Source: an optimization exercise on an open RTL-to-GDS flow (aim: small area). Production flows keep margins and buffers that such runs may drop. The RTL was checked by simulation tests, not by an equivalence proof against the original design. No activity file was given, so power comes from the tool's default toggle rates.

juniper:
## frogScene
module frogScene
(
	input  logic       clk_4Hz,
	input  logic       arstN,
	input  froggerPkg::coord_t     frogX,
	input  froggerPkg::coord_t     frogY,
	input  froggerPkg::coord_t     drawX,
	input  froggerPkg::coord_t     drawY,
	input  logic [2:0] lives,
	output froggerPkg::colorCode_t colorCode,
	output logic       collision
);
For scale: about 900 cells after synthesis, roughly 52 I/O pins, about 4800 sq um of cells after synthesis.
==> module timeBar, before the edit <==
module timeBar
(
	input  logic   clk_4Hz,
	input  logic   arstN,
	input  froggerPkg::coord_t drawX,
	input  froggerPkg::coord_t drawY,
	output logic   barHit
);
	localparam int divW   = $clog2(4);
	localparam int widthW = $clog2(160 + 1);
	localparam int endMax = 430 + 160 - 512;
	localparam int endMin = 430 - 512;
	logic [divW-1:0]     divCnt;
	logic signed [widthW-1:0] barEnd;
	always_ff @(posedge clk_4Hz or negedge arstN)
	begin
		if (!arstN)
		begin
			divCnt <= '0;
			barEnd <= widthW'(endMax);
		end
		else
		begin
			divCnt <= divCnt + 1'b1;
			if (divCnt == divW'(4 - 1))
				barEnd <= (barEnd == widthW'(endMin)) ? widthW'(endMax) : barEnd - 1'b1;
		end
	end
	logic signed [10-1:0] xRel;
	assign xRel = {~drawX[10-1], drawX[10-2:0]};
	assign barHit = (drawX >= 430) && (xRel < barEnd) &&
		(drawY >= 400) && (drawY < 400 + 15);
endmodule
==> module frogScene, before the edit <==
module frogScene
(
	input  logic       clk_4Hz,
	input  logic       arstN,
	input  froggerPkg::coord_t     frogX,
	input  froggerPkg::coord_t     frogY,
	input  froggerPkg::coord_t     drawX,
	input  froggerPkg::coord_t     drawY,
	input  logic [2:0] lives,
	output froggerPkg::colorCode_t colorCode,
	output logic       collision
);
	logic [4:0] laneDrawHit;
	logic [4:0] laneFrogHit;
	logic [4:0] laneDrawX;
	logic [4:0] laneFrogX;
	logic [4:0] drawRow;
	logic [4:0] frogRow;
	logic barHit;
	logic heartHit;
	logic lineHit;
	logic waterHit;
	froggerPkg::coord_t phase;
	always_ff @(posedge clk_4Hz or negedge arstN)
	begin
		if (!arstN)
		begin
			phase     <= '0;
			collision <= 1'b0;
		end
		else
		begin
			phase     <= (phase == 10'(640)) ? '0 : phase + 1'b1;
			collision <= |laneFrogHit;
		end
	end
	function automatic logic [4:0] rowOf(input froggerPkg::coord_t py);
		rowOf[0] = (py >= 342) && (py < 342 + 16);
		rowOf[1] = (py >= 323) && (py < 323 + 14);
		rowOf[2] = (py >= 302) && (py < 302 + 16);
		rowOf[3] = (py >= 284) && (py < 284 + 12);
		rowOf[4] = (py >= 263) && (py < 263 + 14);
	endfunction
	function automatic logic rightRow(input froggerPkg::coord_t py);
		logic [4:0] r;
		r = py[6:2];
		rightRow = ((r >= 5'd6) && (r <= 5'd10)) || ((r >= 5'd16) && (r <= 5'd20));
	endfunction
	assign drawRow = rowOf(drawY);
	assign frogRow = rowOf(frogY);
	froggerPkg::coord_t phaseR;
	logic [10:0] drawZ;
	logic [10:0] frogZ;
	assign phaseR = 10'(640 + 1) - phase;
	assign drawZ = drawX + (rightRow(drawY) ? phaseR : phase);
	assign frogZ = frogX + (rightRow(frogY) ? phaseR : phase);
	trafficLane #(
		.spriteW(25), .moveLeft(1'b1),
		.start0(440), .start1(400), .start2(280),
		.start3(200), .start4(100)
	) i_fireLane (.phase, .drawZ, .frogZ, .drawHit(laneDrawX[0]), .frogHit(laneFrogX[0]));
	trafficLane #(
		.spriteW(19), .moveLeft(1'b0),
		.start0(440), .start1(400), .start2(300),
		.start3(180), .start4(60)
	) i_busLane (.phase, .drawZ, .frogZ, .drawHit(laneDrawX[1]), .frogHit(laneFrogX[1]));
	trafficLane #(
		.spriteW(23), .moveLeft(1'b1),
		.start0(440), .start1(400), .start2(300),
		.start3(250), .start4(120)
	) i_motoLane (.phase, .drawZ, .frogZ, .drawHit(laneDrawX[2]), .frogHit(laneFrogX[2]));
	trafficLane #(
		.spriteW(28), .moveLeft(1'b0),
		.start0(440), .start1(60), .start2(380),
		.start3(600), .start4(560)
	) i_policeLane (.phase, .drawZ, .frogZ, .drawHit(laneDrawX[3]), .frogHit(laneFrogX[3]));
	trafficLane #(
		.spriteW(25), .moveLeft(1'b1),
		.start0(440), .start1(380), .start2(300),
		.start3(150), .start4(90)
	) i_truckLane (.phase, .drawZ, .frogZ, .drawHit(laneDrawX[4]), .frogHit(laneFrogX[4]));
	assign laneDrawHit = laneDrawX & drawRow;
	assign laneFrogHit = laneFrogX & frogRow;
	timeBar i_timeBar (.clk_4Hz, .arstN, .drawX, .drawY, .barHit);
	hudOverlay i_hudOverlay (.drawX, .drawY, .lives, .heartHit, .lineHit, .waterHit);
	sceneMixer i_sceneMixer (
		.frogX, .frogY, .drawX, .drawY, .laneDrawHit,
		.barHit, .heartHit, .lineHit, .waterHit,
		.colorCode
	);
endmodule
Settings: LEC_CHECK=0, CAP_MARGIN=20, CORE_MARGIN=2, CORE_UTILIZATION=60, GPL_TIMING_DRIVEN=0, PLACE_DENSITY=0.7, SETUP_SLACK_MARGIN=0.3, SLEW_MARGIN=20; clock period 10.0 ns.
standard.sh (not shown) runs the stock make flow with config.mk's settings and CLKGATE_MAP_FILE= SYNTH_SCRIPT=/design/flow/synth_recipe.tcl, a recipe that flattens the netlist after the stock synthesis.
==> flow/flow/run.sh <==
#!/bin/bash
set -euo pipefail
HERE=$(pwd)

# synthesis script: the standard flow's own, with the abc command pointed at our script
{
	head -n 1 synth_recipe.tcl
	cat flow/abc_override.tcl
	tail -n +2 synth_recipe.tcl
} > my_synth.tcl
export MY_ABC_SCRIPT=$HERE/flow/area.abc

bash standard.sh SYNTH_SCRIPT=$HERE/my_synth.tcl ADDER_MAP_FILE= "BUFFER_PORTS_ARGS=-buffer_cell sky130_fd_sc_hd__buf_1" finish > flow.log 2>&1
==> flow/flow/abc_override.tcl <==
# run abc with the flow's own mapping script
proc abc {args} {
	set i [lsearch -exact $args -script]
	if { $i >= 0 } {
		lset args [expr { $i + 1 }] $::env(MY_ABC_SCRIPT)
	}
	yosys abc {*}$args
}
==> flow/flow/area.abc <==
strash
ifraig
&get -n
&deepsyn -T 120
&put
dch -f
amap
topo
stime
### juniper -> onyx
==> flow/design.v, changed modules only <==
module timeBar
(
	input  logic   clk_4Hz,
	input  logic   arstN,
	input  froggerPkg::coord_t drawX,
	input  froggerPkg::coord_t drawY,
	output logic   barHit
);
	localparam int divW   = $clog2(4);
	localparam int widthW = $clog2(160 + 1);
	logic [divW-1:0]   divCnt;
	logic [widthW-1:0] barWidth;
	always_ff @(posedge clk_4Hz or negedge arstN)
	begin
		if (!arstN)
		begin
			divCnt   <= '0;
			barWidth <= widthW'(160);
		end
		else
		begin
			divCnt <= divCnt + 1'b1;
			if (divCnt == divW'(4 - 1))
				barWidth <= (barWidth == '0) ? widthW'(160) : barWidth - 1'b1;
		end
	end
	logic [10:0] rel;
	logic c;
	logic inBar;
	always_comb
	begin
		rel = {1'b0, drawX} - 430;
		c = 1'b0;
		for (int i = 0; i < widthW; i++)
			c = (~rel[i] & barWidth[i]) | (c & ~(rel[i] ^ barWidth[i]));
		inBar = c && (rel[10:widthW] == '0);
	end
	assign barHit = inBar && (drawY >= 400) && (drawY < 400 + 15);
endmodule
module frogScene
(
	input  logic       clk_4Hz,
	input  logic       arstN,
	input  froggerPkg::coord_t     frogX,
	input  froggerPkg::coord_t     frogY,
	input  froggerPkg::coord_t     drawX,
	input  froggerPkg::coord_t     drawY,
	input  logic [2:0] lives,
	output froggerPkg::colorCode_t colorCode,
	output logic       collision
);
	logic [4:0] laneDrawHit;
	logic [4:0] laneFrogHit;
	logic [4:0] laneDrawX;
	logic [4:0] laneFrogX;
	logic [4:0] drawRow;
	logic [4:0] frogRow;
	logic barHit;
	logic heartHit;
	logic lineHit;
	logic waterHit;
	froggerPkg::coord_t phase;
	always_ff @(posedge clk_4Hz or negedge arstN)
	begin
		if (!arstN)
		begin
			phase     <= '0;
			collision <= 1'b0;
		end
		else
		begin
			phase     <= (phase == 10'(640)) ? '0 : phase + 1'b1;
			collision <= |laneFrogHit;
		end
	end
	function automatic logic [4:0] rowOf(input froggerPkg::coord_t py);
		rowOf[0] = (py >= 342) && (py < 342 + 16);
		rowOf[1] = (py >= 323) && (py < 323 + 14);
		rowOf[2] = (py >= 302) && (py < 302 + 16);
		rowOf[3] = (py >= 284) && (py < 284 + 12);
		rowOf[4] = (py >= 263) && (py < 263 + 14);
	endfunction
	function automatic logic rightRow(input froggerPkg::coord_t py);
		logic [4:0] r;
		r = rowOf(py);
		rightRow = (r[0] && !1'b1) || (r[1] && !1'b0) || (r[2] && !1'b1) ||
			(r[3] && !1'b0) || (r[4] && !1'b1);
	endfunction
	assign drawRow = rowOf(drawY);
	assign frogRow = rowOf(frogY);
	froggerPkg::coord_t phaseR;
	logic [10:0] drawZ;
	logic [10:0] frogZ;
	assign phaseR = 10'(640 + 1) - phase;
	assign drawZ = drawX + (rightRow(drawY) ? phaseR : phase);
	assign frogZ = frogX + (rightRow(frogY) ? phaseR : phase);
	trafficLane #(
		.spriteW(25), .moveLeft(1'b1),
		.start0(440), .start1(400), .start2(280),
		.start3(200), .start4(100)
	) i_fireLane (.phase, .drawZ, .frogZ, .drawHit(laneDrawX[0]), .frogHit(laneFrogX[0]));
	trafficLane #(
		.spriteW(19), .moveLeft(1'b0),
		.start0(440), .start1(400), .start2(300),
		.start3(180), .start4(60)
	) i_busLane (.phase, .drawZ, .frogZ, .drawHit(laneDrawX[1]), .frogHit(laneFrogX[1]));
	trafficLane #(
		.spriteW(23), .moveLeft(1'b1),
		.start0(440), .start1(400), .start2(300),
		.start3(250), .start4(120)
	) i_motoLane (.phase, .drawZ, .frogZ, .drawHit(laneDrawX[2]), .frogHit(laneFrogX[2]));
	trafficLane #(
		.spriteW(28), .moveLeft(1'b0),
		.start0(440), .start1(60), .start2(380),
		.start3(600), .start4(560)
	) i_policeLane (.phase, .drawZ, .frogZ, .drawHit(laneDrawX[3]), .frogHit(laneFrogX[3]));
	trafficLane #(
		.spriteW(25), .moveLeft(1'b1),
		.start0(440), .start1(380), .start2(300),
		.start3(150), .start4(90)
	) i_truckLane (.phase, .drawZ, .frogZ, .drawHit(laneDrawX[4]), .frogHit(laneFrogX[4]));
	assign laneDrawHit = laneDrawX & drawRow;
	assign laneFrogHit = laneFrogX & frogRow;
	timeBar i_timeBar (.clk_4Hz, .arstN, .drawX, .drawY, .barHit);
	hudOverlay i_hudOverlay (.drawX, .drawY, .lives, .heartHit, .lineHit, .waterHit);
	sceneMixer i_sceneMixer (
		.frogX, .frogY, .drawX, .drawY, .laneDrawHit,
		.barHit, .heartHit, .lineHit, .waterHit,
		.colorCode
	);
endmodule
Results
juniper → onyx: overall power of the completed layout down about 1.7%; via count -183; share of the synthesized area in compound gates (AO/OA/AOI/OAI) saw a decrease. Per the final summary, onyx finished and its layout is clean on timing, DRC and antenna. Changes observed in onyx relative to juniper: maximum clock frequency down about 1.4%; combinational-cell power consumption down about 3%; detailed-route wire length per cell down about 2.2%; sequential share of layout area flat. The run showing the greater share of synthesized cell area in and, or, nand and nor gates is onyx. | critical path depth | onyx vs juniper | 6 lower |. juniper -> onyx: final instance area flat.

static timing again, ports no longer ideal:
Ports are ideal in the flow. The routed layouts listed here were re-timed in OpenROAD. Step 1, drivers: a clkbuf_16 drives clk_4Hz and a buf_2 each remaining input, both assumed. Step 2, shift: input delay + t, output delay - t, t = (earliest + latest rising clock arrival at the registers) / 2. This alone moves slack from input paths to output paths. Three values: ideal ports, drivers, drivers and shift; two values: the first two.
run	shift t [ns]	setup WS [ns]	worst setup path after step 2	cell pins on the clock port's net
juniper	0.288	0.334 / 0.312 / 0.312	input to output	1
onyx	0.287	0.199 / 0.176 / 0.176	input to output	1
After both steps setup and hold are still met in every run listed. The setup slack of onyx, which loses most, moves by -0.023 ns with the drivers and by -0.023 ns with both steps.
